Background: an optimization exercise with open tools, aiming at small area and a short achievable clock period. Do not read the settings as production practice.
Function was not checked in any run shown here: the RTL went through the layout flow alone.

==> flow/design.v (outline; a module is shown in full before it is edited, if it fits) <==
// module grad_top: 2584 lines
module grad_top (
    input  wire logic        clk,
    input  wire logic        rst,
    input  wire logic        in_valid,
    input  wire logic        sof,
    input  wire logic [7:0]  pixel,
    output logic             out_valid,
    output logic [32:0]      grad
);
  // ...
==> flow/flow/run.sh <==
#!/bin/bash
# The standard layout, with the port buffers made from buf_4 cells instead of the
# resizer's default pick (a delay cell), so that the ports are not slowed down.
set -euo pipefail
export BUFFER_PORTS_ARGS="-buffer_cell sky130_fd_sc_hd__buf_4"
bash standard.sh > standard.log 2>&1
==> flow/standard.sh <==
#!/bin/bash
# synth_recipe.tcl (not shown) runs the flow's synth.tcl, then flattens the netlist and writes it again
# the make line also repeats each setting of config.mk as NAME=value (left out here)
make -C /OpenROAD-flow-scripts/flow DESIGN_CONFIG=/design/flow/config.mk WORK_HOME=/design/flow/orfs CLKGATE_MAP_FILE= SYNTH_SCRIPT=/design/flow/synth_recipe.tcl "${@:-finish}"
==> flow/config.mk <==
export PLATFORM = sky130hd
export DESIGN_NAME = grad_top
export DESIGN_NICKNAME = grad_top
export VERILOG_FILES = /design/flow/design.v
export SDC_FILE = /design/flow/constraint.sdc
export NUM_CORES = 4
export LEC_CHECK = 0
export CAP_MARGIN = 20
export CORE_MARGIN = 2
export CORE_UTILIZATION = 65
export CTS_CLUSTER_DIAMETER = 80
export CTS_CLUSTER_SIZE = 25
export SLEW_MARGIN = 20
==> flow/constraint.sdc <==
create_clock -name core_clock -period 26.0 [get_ports {clk}]
set_input_delay 5.2000 -clock core_clock [delete_from_list [all_inputs] [get_ports {clk}]]
set_output_delay 5.2000 -clock core_clock [all_outputs]
set_load 0.01 [all_outputs]
==> impl_metrics.ini, run 1 <==
[run_status]
outcome = finished clean

[global_route]
track_usage_pct = 19.4
grt_pass1_vias = 16400
grtUsageMet2_pct = 33.6
met3_usage_pct = 2.47

[logic_synthesis]
synthArstFlopShare_pct = 0
ys_ff_latch = 729
syn_nets = 2726
synth.area.mux_share_pct = 4.49
synth_common_cells = 465 x dfxtp_1, 264 x edfxtp_1, 257 x inv_1
netlist_instances = 2380
netlist.area_leader.share_pct = 30.6

[cts]
clockBufferDepth = 3
cts_setup_buffers = 0
cts_root_buf = clkbuf_16
h-tree-depth = 2
ctsResizeCount = 0
clkSinkCount = 729

[sta]
finalWorstSetupSlack_ps = 19770
finalMaxSlewViolations = 0
worst_slew_pin_slew_ps = 1050
tns_ps = 0
fin_worst_skew_ps = 18.6

[layout]
seq-cell-share_pct = 52.8
finalNetCount = 2791
largest-register = sr
final-seq-area_mm2 = 0.0172
area_growth_pct = 7.17

[setup_path]
end_kind = primary output
crit_cells = 1
rr_endpoint = p2_drem[7]
worst_ep_required_time_ps = 20800
crit_start = grad[23]
cp_slowest_cell = dfxtp_1
r2r_start = p1_av[1]

[die]
start_util_pct = 65.6
io_pins = 46
die_x_um = 221

[min_path]
min_to = p3_srad[12]

[placement]
dp_cells = 3013

[drt]
firstDrtPassIters = 5
vias = 16400
top_layer = met4
==> run 2, diff against run 1 <==
--- a/flow/design.v
+++ b/flow/design.v
@@ -291,187 +291,17 @@
     assign sq_w98 = (sq_w71 & sq_w50) | (sq_w71 & sq_w70) | (sq_w50 & sq_w70);
     logic sq_w99;
     logic sq_w100;
     assign sq_w99 = sq_w73 ^ p1_ah[7] ^ sq_w72;
     assign sq_w100 = (sq_w73 & p1_ah[7]) | (sq_w73 & sq_w72) | (p1_ah[7] & sq_w72);
     logic [16:0] sq_r0, sq_r1, ssq;
     assign sq_r0 = {1'b0, sq_w74, sq_w99, sq_w97, sq_w95, sq_w93, sq_w91, sq_w89, sq_w87, sq_w85, sq_w83, sq_w81, sq_w79, sq_w77, sq_w75, 1'b0, p1_av[0]};
     assign sq_r1 = {1'b0, sq_w100, sq_w98, sq_w96, sq_w94, sq_w92, sq_w90, sq_w88, sq_w86, sq_w84, sq_w82, sq_w80, sq_w78, sq_w76, p1_ah[1], 1'b0, p1_ah[0]};
-    logic [16:0] sqa_ag, sqa_ap, sqa_s;
-    logic [17:0] sqa_ac;
-    assign sqa_ag[0] = sq_r0[0] & sq_r1[0];
-    assign sqa_ap[0] = sq_r0[0] ^ sq_r1[0];
-    assign sqa_ag[1] = sq_r0[1] & sq_r1[1];
-    assign sqa_ap[1] = sq_r0[1] ^ sq_r1[1];
-    assign sqa_ag[2] = sq_r0[2] & sq_r1[2];
-    assign sqa_ap[2] = sq_r0[2] ^ sq_r1[2];
-    assign sqa_ag[3] = sq_r0[3] & sq_r1[3];
-    assign sqa_ap[3] = sq_r0[3] ^ sq_r1[3];
-    assign sqa_ag[4] = sq_r0[4] & sq_r1[4];
-    assign sqa_ap[4] = sq_r0[4] ^ sq_r1[4];
-    assign sqa_ag[5] = sq_r0[5] & sq_r1[5];
-    assign sqa_ap[5] = sq_r0[5] ^ sq_r1[5];
-    assign sqa_ag[6] = sq_r0[6] & sq_r1[6];
-    assign sqa_ap[6] = sq_r0[6] ^ sq_r1[6];
-    assign sqa_ag[7] = sq_r0[7] & sq_r1[7];
-    assign sqa_ap[7] = sq_r0[7] ^ sq_r1[7];
-    assign sqa_ag[8] = sq_r0[8] & sq_r1[8];
-    assign sqa_ap[8] = sq_r0[8] ^ sq_r1[8];
-    assign sqa_ag[9] = sq_r0[9] & sq_r1[9];
-    assign sqa_ap[9] = sq_r0[9] ^ sq_r1[9];
-    assign sqa_ag[10] = sq_r0[10] & sq_r1[10];
-    assign sqa_ap[10] = sq_r0[10] ^ sq_r1[10];
-    assign sqa_ag[11] = sq_r0[11] & sq_r1[11];
-    assign sqa_ap[11] = sq_r0[11] ^ sq_r1[11];
-    assign sqa_ag[12] = sq_r0[12] & sq_r1[12];
-    assign sqa_ap[12] = sq_r0[12] ^ sq_r1[12];
-    assign sqa_ag[13] = sq_r0[13] & sq_r1[13];
-    assign sqa_ap[13] = sq_r0[13] ^ sq_r1[13];
-    assign sqa_ag[14] = sq_r0[14] & sq_r1[14];
-    assign sqa_ap[14] = sq_r0[14] ^ sq_r1[14];
-    assign sqa_ag[15] = sq_r0[15] & sq_r1[15];
-    assign sqa_ap[15] = sq_r0[15] ^ sq_r1[15];
-    assign sqa_ag[16] = sq_r0[16] & sq_r1[16];
-    assign sqa_ap[16] = sq_r0[16] ^ sq_r1[16];
-    logic sqa_AG1_0, sqa_AP1_0;
-    assign sqa_AG1_0 = sqa_ag[1] | (sqa_ap[1] & sqa_ag[0]);
-    assign sqa_AP1_0 = sqa_ap[1] & sqa_ap[0];
-    logic sqa_AG3_2, sqa_AP3_2;
-    assign sqa_AG3_2 = sqa_ag[3] | (sqa_ap[3] & sqa_ag[2]);
-    assign sqa_AP3_2 = sqa_ap[3] & sqa_ap[2];
-    logic sqa_AG5_4, sqa_AP5_4;
-    assign sqa_AG5_4 = sqa_ag[5] | (sqa_ap[5] & sqa_ag[4]);
-    assign sqa_AP5_4 = sqa_ap[5] & sqa_ap[4];
-    logic sqa_AG7_6, sqa_AP7_6;
-    assign sqa_AG7_6 = sqa_ag[7] | (sqa_ap[7] & sqa_ag[6]);
-    assign sqa_AP7_6 = sqa_ap[7] & sqa_ap[6];
-    logic sqa_AG9_8, sqa_AP9_8;
-    assign sqa_AG9_8 = sqa_ag[9] | (sqa_ap[9] & sqa_ag[8]);
-    assign sqa_AP9_8 = sqa_ap[9] & sqa_ap[8];
-    logic sqa_AG11_10, sqa_AP11_10;
-    assign sqa_AG11_10 = sqa_ag[11] | (sqa_ap[11] & sqa_ag[10]);
-    assign sqa_AP11_10 = sqa_ap[11] & sqa_ap[10];
-    logic sqa_AG13_12, sqa_AP13_12;
-    assign sqa_AG13_12 = sqa_ag[13] | (sqa_ap[13] & sqa_ag[12]);
-    assign sqa_AP13_12 = sqa_ap[13] & sqa_ap[12];
-    logic sqa_AG15_14, sqa_AP15_14;
-    assign sqa_AG15_14 = sqa_ag[15] | (sqa_ap[15] & sqa_ag[14]);
-    assign sqa_AP15_14 = sqa_ap[15] & sqa_ap[14];
-    logic sqa_AG2_0, sqa_AP2_0;
-    assign sqa_AG2_0 = sqa_ag[2] | (sqa_ap[2] & sqa_AG1_0);
-    assign sqa_AP2_0 = sqa_ap[2] & sqa_AP1_0;
-    logic sqa_AG3_0, sqa_AP3_0;
-    assign sqa_AG3_0 = sqa_AG3_2 | (sqa_AP3_2 & sqa_AG1_0);
-    assign sqa_AP3_0 = sqa_AP3_2 & sqa_AP1_0;
-    logic sqa_AG6_4, sqa_AP6_4;
-    assign sqa_AG6_4 = sqa_ag[6] | (sqa_ap[6] & sqa_AG5_4);
-    assign sqa_AP6_4 = sqa_ap[6] & sqa_AP5_4;
-    logic sqa_AG7_4, sqa_AP7_4;
-    assign sqa_AG7_4 = sqa_AG7_6 | (sqa_AP7_6 & sqa_AG5_4);
-    assign sqa_AP7_4 = sqa_AP7_6 & sqa_AP5_4;
-    logic sqa_AG10_8, sqa_AP10_8;
-    assign sqa_AG10_8 = sqa_ag[10] | (sqa_ap[10] & sqa_AG9_8);
-    assign sqa_AP10_8 = sqa_ap[10] & sqa_AP9_8;
-    logic sqa_AG11_8, sqa_AP11_8;
-    assign sqa_AG11_8 = sqa_AG11_10 | (sqa_AP11_10 & sqa_AG9_8);
-    assign sqa_AP11_8 = sqa_AP11_10 & sqa_AP9_8;
-    logic sqa_AG14_12, sqa_AP14_12;
-    assign sqa_AG14_12 = sqa_ag[14] | (sqa_ap[14] & sqa_AG13_12);
-    assign sqa_AP14_12 = sqa_ap[14] & sqa_AP13_12;
-    logic sqa_AG15_12, sqa_AP15_12;
-    assign sqa_AG15_12 = sqa_AG15_14 | (sqa_AP15_14 & sqa_AG13_12);
-    assign sqa_AP15_12 = sqa_AP15_14 & sqa_AP13_12;
-    logic sqa_AG4_0, sqa_AP4_0;
-    assign sqa_AG4_0 = sqa_ag[4] | (sqa_ap[4] & sqa_AG3_0);
-    assign sqa_AP4_0 = sqa_ap[4] & sqa_AP3_0;
-    logic sqa_AG5_0, sqa_AP5_0;
-    assign sqa_AG5_0 = sqa_AG5_4 | (sqa_AP5_4 & sqa_AG3_0);
-    assign sqa_AP5_0 = sqa_AP5_4 & sqa_AP3_0;
-    logic sqa_AG6_0, sqa_AP6_0;
-    assign sqa_AG6_0 = sqa_AG6_4 | (sqa_AP6_4 & sqa_AG3_0);
-    assign sqa_AP6_0 = sqa_AP6_4 & sqa_AP3_0;
-    logic sqa_AG7_0, sqa_AP7_0;
-    assign sqa_AG7_0 = sqa_AG7_4 | (sqa_AP7_4 & sqa_AG3_0);
-    assign sqa_AP7_0 = sqa_AP7_4 & sqa_AP3_0;
-    logic sqa_AG12_8, sqa_AP12_8;
-    assign sqa_AG12_8 = sqa_ag[12] | (sqa_ap[12] & sqa_AG11_8);
-    assign sqa_AP12_8 = sqa_ap[12] & sqa_AP11_8;
-    logic sqa_AG13_8, sqa_AP13_8;
-    assign sqa_AG13_8 = sqa_AG13_12 | (sqa_AP13_12 & sqa_AG11_8);
-    assign sqa_AP13_8 = sqa_AP13_12 & sqa_AP11_8;
-    logic sqa_AG14_8, sqa_AP14_8;
-    assign sqa_AG14_8 = sqa_AG14_12 | (sqa_AP14_12 & sqa_AG11_8);
-    assign sqa_AP14_8 = sqa_AP14_12 & sqa_AP11_8;
-    logic sqa_AG15_8, sqa_AP15_8;
-    assign sqa_AG15_8 = sqa_AG15_12 | (sqa_AP15_12 & sqa_AG11_8);
-    assign sqa_AP15_8 = sqa_AP15_12 & sqa_AP11_8;
-    logic sqa_AG8_0, sqa_AP8_0;
-    assign sqa_AG8_0 = sqa_ag[8] | (sqa_ap[8] & sqa_AG7_0);
-    assign sqa_AP8_0 = sqa_ap[8] & sqa_AP7_0;
-    logic sqa_AG9_0, sqa_AP9_0;
-    assign sqa_AG9_0 = sqa_AG9_8 | (sqa_AP9_8 & sqa_AG7_0);
-    assign sqa_AP9_0 = sqa_AP9_8 & sqa_AP7_0;
-    logic sqa_AG10_0, sqa_AP10_0;
-    assign sqa_AG10_0 = sqa_AG10_8 | (sqa_AP10_8 & sqa_AG7_0);
-    assign sqa_AP10_0 = sqa_AP10_8 & sqa_AP7_0;
-    logic sqa_AG11_0, sqa_AP11_0;
-    assign sqa_AG11_0 = sqa_AG11_8 | (sqa_AP11_8 & sqa_AG7_0);
-    assign sqa_AP11_0 = sqa_AP11_8 & sqa_AP7_0;
-    logic sqa_AG12_0, sqa_AP12_0;
-    assign sqa_AG12_0 = sqa_AG12_8 | (sqa_AP12_8 & sqa_AG7_0);
-    assign sqa_AP12_0 = sqa_AP12_8 & sqa_AP7_0;
-    logic sqa_AG13_0, sqa_AP13_0;
-    assign sqa_AG13_0 = sqa_AG13_8 | (sqa_AP13_8 & sqa_AG7_0);
-    assign sqa_AP13_0 = sqa_AP13_8 & sqa_AP7_0;
-    logic sqa_AG14_0, sqa_AP14_0;
-    assign sqa_AG14_0 = sqa_AG14_8 | (sqa_AP14_8 & sqa_AG7_0);
-    assign sqa_AP14_0 = sqa_AP14_8 & sqa_AP7_0;
-    logic sqa_AG15_0, sqa_AP15_0;
-    assign sqa_AG15_0 = sqa_AG15_8 | (sqa_AP15_8 & sqa_AG7_0);
-    assign sqa_AP15_0 = sqa_AP15_8 & sqa_AP7_0;
-    logic sqa_AG16_0, sqa_AP16_0;
-    assign sqa_AG16_0 = sqa_ag[16] | (sqa_ap[16] & sqa_AG15_0);
-    assign sqa_AP16_0 = sqa_ap[16] & sqa_AP15_0;
-    assign sqa_ac[0] = 1'b0;
-    assign sqa_ac[1] = sqa_ag[0];
-    assign sqa_s[0] = sqa_ap[0] ^ sqa_ac[0];
-    assign sqa_ac[2] = sqa_AG1_0;
-    assign sqa_s[1] = sqa_ap[1] ^ sqa_ac[1];
-    assign sqa_ac[3] = sqa_AG2_0;
-    assign sqa_s[2] = sqa_ap[2] ^ sqa_ac[2];
-    assign sqa_ac[4] = sqa_AG3_0;
-    assign sqa_s[3] = sqa_ap[3] ^ sqa_ac[3];
-    assign sqa_ac[5] = sqa_AG4_0;
-    assign sqa_s[4] = sqa_ap[4] ^ sqa_ac[4];
-    assign sqa_ac[6] = sqa_AG5_0;
-    assign sqa_s[5] = sqa_ap[5] ^ sqa_ac[5];
-    assign sqa_ac[7] = sqa_AG6_0;
-    assign sqa_s[6] = sqa_ap[6] ^ sqa_ac[6];
-    assign sqa_ac[8] = sqa_AG7_0;
-    assign sqa_s[7] = sqa_ap[7] ^ sqa_ac[7];
-    assign sqa_ac[9] = sqa_AG8_0;
-    assign sqa_s[8] = sqa_ap[8] ^ sqa_ac[8];
-    assign sqa_ac[10] = sqa_AG9_0;
-    assign sqa_s[9] = sqa_ap[9] ^ sqa_ac[9];
-    assign sqa_ac[11] = sqa_AG10_0;
-    assign sqa_s[10] = sqa_ap[10] ^ sqa_ac[10];
-    assign sqa_ac[12] = sqa_AG11_0;
-    assign sqa_s[11] = sqa_ap[11] ^ sqa_ac[11];
-    assign sqa_ac[13] = sqa_AG12_0;
-    assign sqa_s[12] = sqa_ap[12] ^ sqa_ac[12];
-    assign sqa_ac[14] = sqa_AG13_0;
-    assign sqa_s[13] = sqa_ap[13] ^ sqa_ac[13];
-    assign sqa_ac[15] = sqa_AG14_0;
-    assign sqa_s[14] = sqa_ap[14] ^ sqa_ac[14];
-    assign sqa_ac[16] = sqa_AG15_0;
-    assign sqa_s[15] = sqa_ap[15] ^ sqa_ac[15];
-    assign sqa_ac[17] = sqa_AG16_0;
-    assign sqa_s[16] = sqa_ap[16] ^ sqa_ac[16];
-    assign ssq = sqa_s;
+    assign ssq = sq_r0 + sq_r1;
     logic [8:0] dq1_t;
     assign dq1_t = {p1_drem, p1_num[1]};
     logic [8:0] dq1_d;
     logic dq1_ge;
     logic [9:0] dq1_x;
     assign dq1_x = {1'b0, dq1_t} - {1'b0, {1'b0, (~p1_ndsr)}};
     assign dq1_d = dq1_x[8:0];
     assign dq1_ge = !dq1_x[9];
@@ -670,22 +500,25 @@
     assign sq0_p[0] = !(sq0_a[0] ^ sq0_b[0]);
     assign sq0_g[1] = sq0_a[1] & !sq0_b[1];
     assign sq0_p[1] = !(sq0_a[1] ^ sq0_b[1]);
     assign sq0_g[2] = sq0_a[2] & !sq0_b[2];
     assign sq0_p[2] = !(sq0_a[2] ^ sq0_b[2]);
     logic sq0_G0_m, sq0_P0_m;
     assign sq0_G0_m = sq0_g[0] | (sq0_p[0] & 1'b1);
     assign sq0_P0_m = sq0_p[0] & 1'b0;
+    logic sq0_G2_1, sq0_P2_1;
+    assign sq0_G2_1 = sq0_g[2] | (sq0_p[2] & sq0_g[1]);
+    assign sq0_P2_1 = sq0_p[2] & sq0_p[1];
+    logic sq0_G2_m, sq0_P2_m;
+    assign sq0_G2_m = sq0_G2_1 | (sq0_P2_1 & sq0_G0_m);
+    assign sq0_P2_m = sq0_P2_1 & sq0_P0_m;
     logic sq0_G1_m, sq0_P1_m;
     assign sq0_G1_m = sq0_g[1] | (sq0_p[1] & sq0_G0_m);
     assign sq0_P1_m = sq0_p[1] & sq0_P0_m;
-    logic sq0_G2_m, sq0_P2_m;
-    assign sq0_G2_m = sq0_g[2] | (sq0_p[2] & sq0_G1_m);
-    assign sq0_P2_m = sq0_p[2] & sq0_P1_m;
     assign sq0_cy[0] = 1'b1;
     assign sq0_cy[1] = sq0_G0_m;
     assign sq0_cy[2] = sq0_G1_m;
     assign sq0_cy[3] = sq0_G2_m;
     assign sq0_d[0] = sq0_p[0] ^ sq0_cy[0];
     assign sq0_d[1] = sq0_p[1] ^ sq0_cy[1];
     assign sq0_d[2] = sq0_p[2] ^ sq0_cy[2];
     assign sq0_ge = sq0_cy[3];
@@ -708,22 +541,25 @@
     assign sq1_p[1] = !(sq1_a[1] ^ sq1_b[1]);
     assign sq1_g[2] = sq1_a[2] & !sq1_b[2];
     assign sq1_p[2] = !(sq1_a[2] ^ sq1_b[2]);
     assign sq1_g[3] = sq1_a[3] & !sq1_b[3];
     assign sq1_p[3] = !(sq1_a[3] ^ sq1_b[3]);
     logic sq1_G0_m, sq1_P0_m;
     assign sq1_G0_m = sq1_g[0] | (sq1_p[0] & 1'b1);
     assign sq1_P0_m = sq1_p[0] & 1'b0;
+    logic sq1_G2_1, sq1_P2_1;
+    assign sq1_G2_1 = sq1_g[2] | (sq1_p[2] & sq1_g[1]);
+    assign sq1_P2_1 = sq1_p[2] & sq1_p[1];
+    logic sq1_G2_m, sq1_P2_m;
+    assign sq1_G2_m = sq1_G2_1 | (sq1_P2_1 & sq1_G0_m);
+    assign sq1_P2_m = sq1_P2_1 & sq1_P0_m;
     logic sq1_G1_m, sq1_P1_m;
     assign sq1_G1_m = sq1_g[1] | (sq1_p[1] & sq1_G0_m);
     assign sq1_P1_m = sq1_p[1] & sq1_P0_m;
-    logic sq1_G2_m, sq1_P2_m;
-    assign sq1_G2_m = sq1_g[2] | (sq1_p[2] & sq1_G1_m);
-    assign sq1_P2_m = sq1_p[2] & sq1_P1_m;
     logic sq1_G3_m, sq1_P3_m;
     assign sq1_G3_m = sq1_g[3] | (sq1_p[3] & sq1_G2_m);
     assign sq1_P3_m = sq1_p[3] & sq1_P2_m;
     assign sq1_cy[0] = 1'b1;
     assign sq1_cy[1] = sq1_G0_m;
     assign sq1_cy[2] = sq1_G1_m;
     assign sq1_cy[3] = sq1_G2_m;
     assign sq1_cy[4] = sq1_G3_m;
@@ -858,28 +694,34 @@
     assign sq2_p[2] = !(sq2_a[2] ^ sq2_b[2]);
     assign sq2_g[3] = sq2_a[3] & !sq2_b[3];
     assign sq2_p[3] = !(sq2_a[3] ^ sq2_b[3]);
     assign sq2_g[4] = sq2_a[4] & !sq2_b[4];
     assign sq2_p[4] = !(sq2_a[4] ^ sq2_b[4]);
     logic sq2_G0_m, sq2_P0_m;
     assign sq2_G0_m = sq2_g[0] | (sq2_p[0] & 1'b1);
     assign sq2_P0_m = sq2_p[0] & 1'b0;
+    logic sq2_G2_1, sq2_P2_1;
+    assign sq2_G2_1 = sq2_g[2] | (sq2_p[2] & sq2_g[1]);
+    assign sq2_P2_1 = sq2_p[2] & sq2_p[1];
+    logic sq2_G4_3, sq2_P4_3;
+    assign sq2_G4_3 = sq2_g[4] | (sq2_p[4] & sq2_g[3]);
+    assign sq2_P4_3 = sq2_p[4] & sq2_p[3];
+    logic sq2_G2_m, sq2_P2_m;
+    assign sq2_G2_m = sq2_G2_1 | (sq2_P2_1 & sq2_G0_m);
+    assign sq2_P2_m = sq2_P2_1 & sq2_P0_m;
+    logic sq2_G4_m, sq2_P4_m;
+    assign sq2_G4_m = sq2_G4_3 | (sq2_P4_3 & sq2_G2_m);
+    assign sq2_P4_m = sq2_P4_3 & sq2_P2_m;
     logic sq2_G1_m, sq2_P1_m;
     assign sq2_G1_m = sq2_g[1] | (sq2_p[1] & sq2_G0_m);
     assign sq2_P1_m = sq2_p[1] & sq2_P0_m;
-    logic sq2_G2_m, sq2_P2_m;
-    assign sq2_G2_m = sq2_g[2] | (sq2_p[2] & sq2_G1_m);
-    assign sq2_P2_m = sq2_p[2] & sq2_P1_m;
     logic sq2_G3_m, sq2_P3_m;
     assign sq2_G3_m = sq2_g[3] | (sq2_p[3] & sq2_G2_m);
     assign sq2_P3_m = sq2_p[3] & sq2_P2_m;
-    logic sq2_G4_m, sq2_P4_m;
-    assign sq2_G4_m = sq2_g[4] | (sq2_p[4] & sq2_G3_m);
-    assign sq2_P4_m = sq2_p[4] & sq2_P3_m;
     assign sq2_cy[0] = 1'b1;
     assign sq2_cy[1] = sq2_G0_m;
     assign sq2_cy[2] = sq2_G1_m;
     assign sq2_cy[3] = sq2_G2_m;
     assign sq2_cy[4] = sq2_G3_m;
     assign sq2_cy[5] = sq2_G4_m;
     assign sq2_d[0] = sq2_p[0] ^ sq2_cy[0];
     assign sq2_d[1] = sq2_p[1] ^ sq2_cy[1];
@@ -910,28 +752,34 @@
     assign sq3_p[3] = !(sq3_a[3] ^ sq3_b[3]);
     assign sq3_g[4] = sq3_a[4] & !sq3_b[4];
     assign sq3_p[4] = !(sq3_a[4] ^ sq3_b[4]);
     assign sq3_g[5] = sq3_a[5] & !sq3_b[5];
     assign sq3_p[5] = !(sq3_a[5] ^ sq3_b[5]);
     logic sq3_G0_m, sq3_P0_m;
     assign sq3_G0_m = sq3_g[0] | (sq3_p[0] & 1'b1);
     assign sq3_P0_m = sq3_p[0] & 1'b0;
+    logic sq3_G2_1, sq3_P2_1;
+    assign sq3_G2_1 = sq3_g[2] | (sq3_p[2] & sq3_g[1]);
+    assign sq3_P2_1 = sq3_p[2] & sq3_p[1];
+    logic sq3_G4_3, sq3_P4_3;
+    assign sq3_G4_3 = sq3_g[4] | (sq3_p[4] & sq3_g[3]);
+    assign sq3_P4_3 = sq3_p[4] & sq3_p[3];
+    logic sq3_G2_m, sq3_P2_m;
+    assign sq3_G2_m = sq3_G2_1 | (sq3_P2_1 & sq3_G0_m);
+    assign sq3_P2_m = sq3_P2_1 & sq3_P0_m;
+    logic sq3_G4_m, sq3_P4_m;
+    assign sq3_G4_m = sq3_G4_3 | (sq3_P4_3 & sq3_G2_m);
+    assign sq3_P4_m = sq3_P4_3 & sq3_P2_m;
     logic sq3_G1_m, sq3_P1_m;
     assign sq3_G1_m = sq3_g[1] | (sq3_p[1] & sq3_G0_m);
     assign sq3_P1_m = sq3_p[1] & sq3_P0_m;
-    logic sq3_G2_m, sq3_P2_m;
-    assign sq3_G2_m = sq3_g[2] | (sq3_p[2] & sq3_G1_m);
-    assign sq3_P2_m = sq3_p[2] & sq3_P1_m;
     logic sq3_G3_m, sq3_P3_m;
     assign sq3_G3_m = sq3_g[3] | (sq3_p[3] & sq3_G2_m);
     assign sq3_P3_m = sq3_p[3] & sq3_P2_m;
-    logic sq3_G4_m, sq3_P4_m;
-    assign sq3_G4_m = sq3_g[4] | (sq3_p[4] & sq3_G3_m);
-    assign sq3_P4_m = sq3_p[4] & sq3_P3_m;
     logic sq3_G5_m, sq3_P5_m;
     assign sq3_G5_m = sq3_g[5] | (sq3_p[5] & sq3_G4_m);
     assign sq3_P5_m = sq3_p[5] & sq3_P4_m;
     assign sq3_cy[0] = 1'b1;
     assign sq3_cy[1] = sq3_G0_m;
     assign sq3_cy[2] = sq3_G1_m;
     assign sq3_cy[3] = sq3_G2_m;
     assign sq3_cy[4] = sq3_G3_m;
@@ -1074,34 +922,46 @@
     assign sq4_p[4] = !(sq4_a[4] ^ sq4_b[4]);
     assign sq4_g[5] = sq4_a[5] & !sq4_b[5];
     assign sq4_p[5] = !(sq4_a[5] ^ sq4_b[5]);
     assign sq4_g[6] = sq4_a[6] & !sq4_b[6];
     assign sq4_p[6] = !(sq4_a[6] ^ sq4_b[6]);
     logic sq4_G0_m, sq4_P0_m;
     assign sq4_G0_m = sq4_g[0] | (sq4_p[0] & 1'b1);
     assign sq4_P0_m = sq4_p[0] & 1'b0;
+    logic sq4_G2_1, sq4_P2_1;
+    assign sq4_G2_1 = sq4_g[2] | (sq4_p[2] & sq4_g[1]);
+    assign sq4_P2_1 = sq4_p[2] & sq4_p[1];
+    logic sq4_G4_3, sq4_P4_3;
+    assign sq4_G4_3 = sq4_g[4] | (sq4_p[4] & sq4_g[3]);
+    assign sq4_P4_3 = sq4_p[4] & sq4_p[3];
+    logic sq4_G6_5, sq4_P6_5;
+    assign sq4_G6_5 = sq4_g[6] | (sq4_p[6] & sq4_g[5]);
+    assign sq4_P6_5 = sq4_p[6] & sq4_p[5];
+    logic sq4_G2_m, sq4_P2_m;
+    assign sq4_G2_m = sq4_G2_1 | (sq4_P2_1 & sq4_G0_m);
+    assign sq4_P2_m = sq4_P2_1 & sq4_P0_m;
+    logic sq4_G6_3, sq4_P6_3;
+    assign sq4_G6_3 = sq4_G6_5 | (sq4_P6_5 & sq4_G4_3);
+    assign sq4_P6_3 = sq4_P6_5 & sq4_P4_3;
+    logic sq4_G6_m, sq4_P6_m;
+    assign sq4_G6_m = sq4_G6_3 | (sq4_P6_3 & sq4_G2_m);
+    assign sq4_P6_m = sq4_P6_3 & sq4_P2_m;
+    logic sq4_G4_m, sq4_P4_m;
+    assign sq4_G4_m = sq4_G4_3 | (sq4_P4_3 & sq4_G2_m);
+    assign sq4_P4_m = sq4_P4_3 & sq4_P2_m;
     logic sq4_G1_m, sq4_P1_m;
     assign sq4_G1_m = sq4_g[1] | (sq4_p[1] & sq4_G0_m);
     assign sq4_P1_m = sq4_p[1] & sq4_P0_m;
-    logic sq4_G2_m, sq4_P2_m;
-    assign sq4_G2_m = sq4_g[2] | (sq4_p[2] & sq4_G1_m);
-    assign sq4_P2_m = sq4_p[2] & sq4_P1_m;
     logic sq4_G3_m, sq4_P3_m;
     assign sq4_G3_m = sq4_g[3] | (sq4_p[3] & sq4_G2_m);
     assign sq4_P3_m = sq4_p[3] & sq4_P2_m;
-    logic sq4_G4_m, sq4_P4_m;
-    assign sq4_G4_m = sq4_g[4] | (sq4_p[4] & sq4_G3_m);
-    assign sq4_P4_m = sq4_p[4] & sq4_P3_m;
     logic sq4_G5_m, sq4_P5_m;
     assign sq4_G5_m = sq4_g[5] | (sq4_p[5] & sq4_G4_m);
     assign sq4_P5_m = sq4_p[5] & sq4_P4_m;
-    logic sq4_G6_m, sq4_P6_m;
-    assign sq4_G6_m = sq4_g[6] | (sq4_p[6] & sq4_G5_m);
-    assign sq4_P6_m = sq4_p[6] & sq4_P5_m;
     assign sq4_cy[0] = 1'b1;
     assign sq4_cy[1] = sq4_G0_m;
     assign sq4_cy[2] = sq4_G1_m;
     assign sq4_cy[3] = sq4_G2_m;
     assign sq4_cy[4] = sq4_G3_m;
     assign sq4_cy[5] = sq4_G4_m;
     assign sq4_cy[6] = sq4_G5_m;
     assign sq4_cy[7] = sq4_G6_m;
==> run 2 against run 1 <==
Compared with the run above: hold slack got worse by 3.9 ps; critical path depth did not move; cell area up 1.5%; via count is 2.6% higher; area after synthesis is 1.6% higher; global-route usage is 0.34 points higher.
==> impl_metrics.ini, run 2 <==
[die]
io_pins = 46
start_util_pct = 66.2
dieArea_mm2 = 0.0494
die_x_um = 222
num_rows = 79
coreArea_mm2 = 0.0468
die_height_um = 222

[layout]
final-seq-area_mm2 = 0.0172
largest-register = sr
drive_gt1_share_pct = 7.73
finalNonFillerCells = 3118
layout_commonest_cell = dfxtp_1
largest_reg_flops = 264
final_util_pct = 70.9
final_cell_mix = 464 x dfxtp_1, 266 x inv_1, 264 x edfxtp_1
multiInputGateArea_mm2 = 0.0126
largest_registers = sr (264), grad (33)
diodes = 0
finalNetCount = 2836
area_growth_pct = 7.04
fill_cells = 3236

[placement]
gp_congestion = 0.826
port_buffers = 45
dp_cells = 3058
hpwlAfterDp_um = 34600

[global_route]
grt_antenna_before_repair = 1
grt_pass1_wl_um = 80200
grt_overflow = 0
grt_pass1_vias = 17100
grt_max_degree = 205
track_usage_pct = 19.7

[logic_synthesis]
yosys_warnings = 2
yosysMostFrequentCell = dfxtp_1
synth_common_cells = 465 x dfxtp_1, 266 x inv_1, 264 x edfxtp_1
syn_area_per_cell_um2 = 12.8
ys_top_cells_by_area = dfxtp_1 30%, edfxtp_1 26%, ha_1 8.5%, fa_1 8.0%, inv_1 3.2%
synth_area_mm2 = 0.0310
netlist.top_cell.by_area = dfxtp_1
synth_edf_count = 264
synth_cell_type_count = 91
netlist_instances = 2422
ys.flop_type = dfxtp_1
synthArstFlopShare_pct = 0
syn_nets = 2768
ys_ff_latch = 729
yosysSeqAreaShare_pct = 55.7
netlist.area_leader.share_pct = 30.1

[setup_path]
cpPeakStageDelay_ps = 310
worst_ep_required_time_ps = 20800
cp.arrival_ps = 1030
cp_slowest_cell = dfxtp_1
end_kind = primary output
start_kind = flip-flop
crit_family = flip-flops
path_cells = buf_4
worst-path-buf-inv = 1
crit_type = reg -> out
crit_fanout = 1

[cts]
clockBufferDepth = 3
cts_setup_buffers = 0
clk_pin_slew_ps = 90
h-tree-depth = 2
cts_buffers = 37
ctsResizeCount = 0
cts_tree = yes
clkSinkCount = 729
insertion_delay_ps = 590
cts.hold.buffers_added = 0
cts_root_buf = clkbuf_16

[sta]
rsz0062_at_grt = no
hold_viol_final = 0
tns_ps = 0
setup_violations = 0
worst_slew_pin_slew_ps = 1090
period_needed_ps = 6230
slew_headroom_pct = 27.2
fin_worst_skew_ps = 25.6
finalCritPeriodShare_pct = 24.0
fmax_mhz = 161
finalMaxSlewViolations = 0

[drt]
ant_nets = 0
first_iter_violations = 853
firstDrtPassIters = 4
routedWlPerCell_um = 15.1
vias = 16800
viasPerCell = 5.39
drt-total-wl_um = 47100
drc = 0

[flow_run]
maxCapViolCount = 0

[run_status]
outcome = finished clean

[min_path]
hp-class = reg -> reg
-- run 2: cell count changes after synthesis, moves of 10 or more --
cell / delta
mux2_2: -27
o21ai_0: -27
mux2_1: +19
o21ai_1: +14
a21oi_1: +12
or3_1: +12
xnor2_1: -11
xor2_1: +11
a21oi_2: +10
clkbuf_1: -10
mux2i_1: +10
-- run 2: through the flow --
stage	area (um2)	hold WS, ps	worst slack, ps
2_1_floorplan	31000	310	19000
3_3_place_gp	32000	310	20320
3_5_place_dp	32000	312	20320
4_1_cts	33100	324	19740
5_1_grt	33100	322	19720
6_report	33100	317	19770
-- run 2: routing by layer --
layer | share of wire (%) | GRT usage [%] | up-vias
met5 | 0 | 0 | -
met4 | 2.9 | 6.63 | 0
met2 | 50 | 34.7 | 179
li1 | - | - | 8442
met1 | 45 | 25.0 | 8088
met3 | 2.7 | 3.12 | 82
-- run 2: area by class of cell --
| type | instances | area share, % |
|---|---|---|
| clock buffers | 49 | 3.06 |
| clock inverters | 11 | 0.313 |
| inverters | 271 | 3.07 |
| multi-input cells | 1402 | 38.1 |
| flip-flops and latches | 729 | 52.0 |
| well taps | 607 | 2.29 |
| repair buffers | 49 | 1.15 |
-- run 2: path summary, 6_finish.rpt --
check / startpoint / to / slack (ps) / depth (start not counted)
max: grad[21] / grad[21] / 19770 / 1
min: p5_neg / p6_neg / 320 / 0
max reg2reg: p1_av[1] / p2_drem[7] / 20420 / 18
min reg2reg: p5_neg / p6_neg / 320 / 0
-- run 2: cells by family (layout without fill, tap and decap cells) --
logic type	Yosys count	count (layout)	synth area share [%]
and+or+nand+nor	379	379	6.14
buffers and inverters	291	380	3.57
DFF	729	729	55.7
other	1	1	0.0121
AOI/OAI and AO/OA	400	400	9.00
xor gates and xnor gates	147	147	4.24
muxes	141	141	4.89
adders and majority gates	334	334	16.5

==> separate check: timing with driven ports <==
In the flow no input, the clock included, has a driving cell. The finished layouts below were timed again as built, in two steps. Step 1 assumes that a clkbuf_16 drives the clock port and a buf_2 every other input. Step 2 also shifts input and output timing later by t, the mid clock arrival at the registers, as if the neighbouring blocks saw the same clock. Slacks: no drivers / after step 1 / after step 2; pairs: no drivers / after step 1.
run | shift t [ns] | slack for setup (ns) | clock arrival spread, ns | slew at the worst register clock pin (ns)
run 1 | 0.636 | 19.773 / 19.715 / 20.272 | 0.021 / 0.020 | 0.10 / 0.10
run 2 | 0.632 | 19.771 / 19.712 / 20.323 | 0.027 / 0.028 | 0.10 / 0.10
After both steps setup and hold are still met in every run listed.
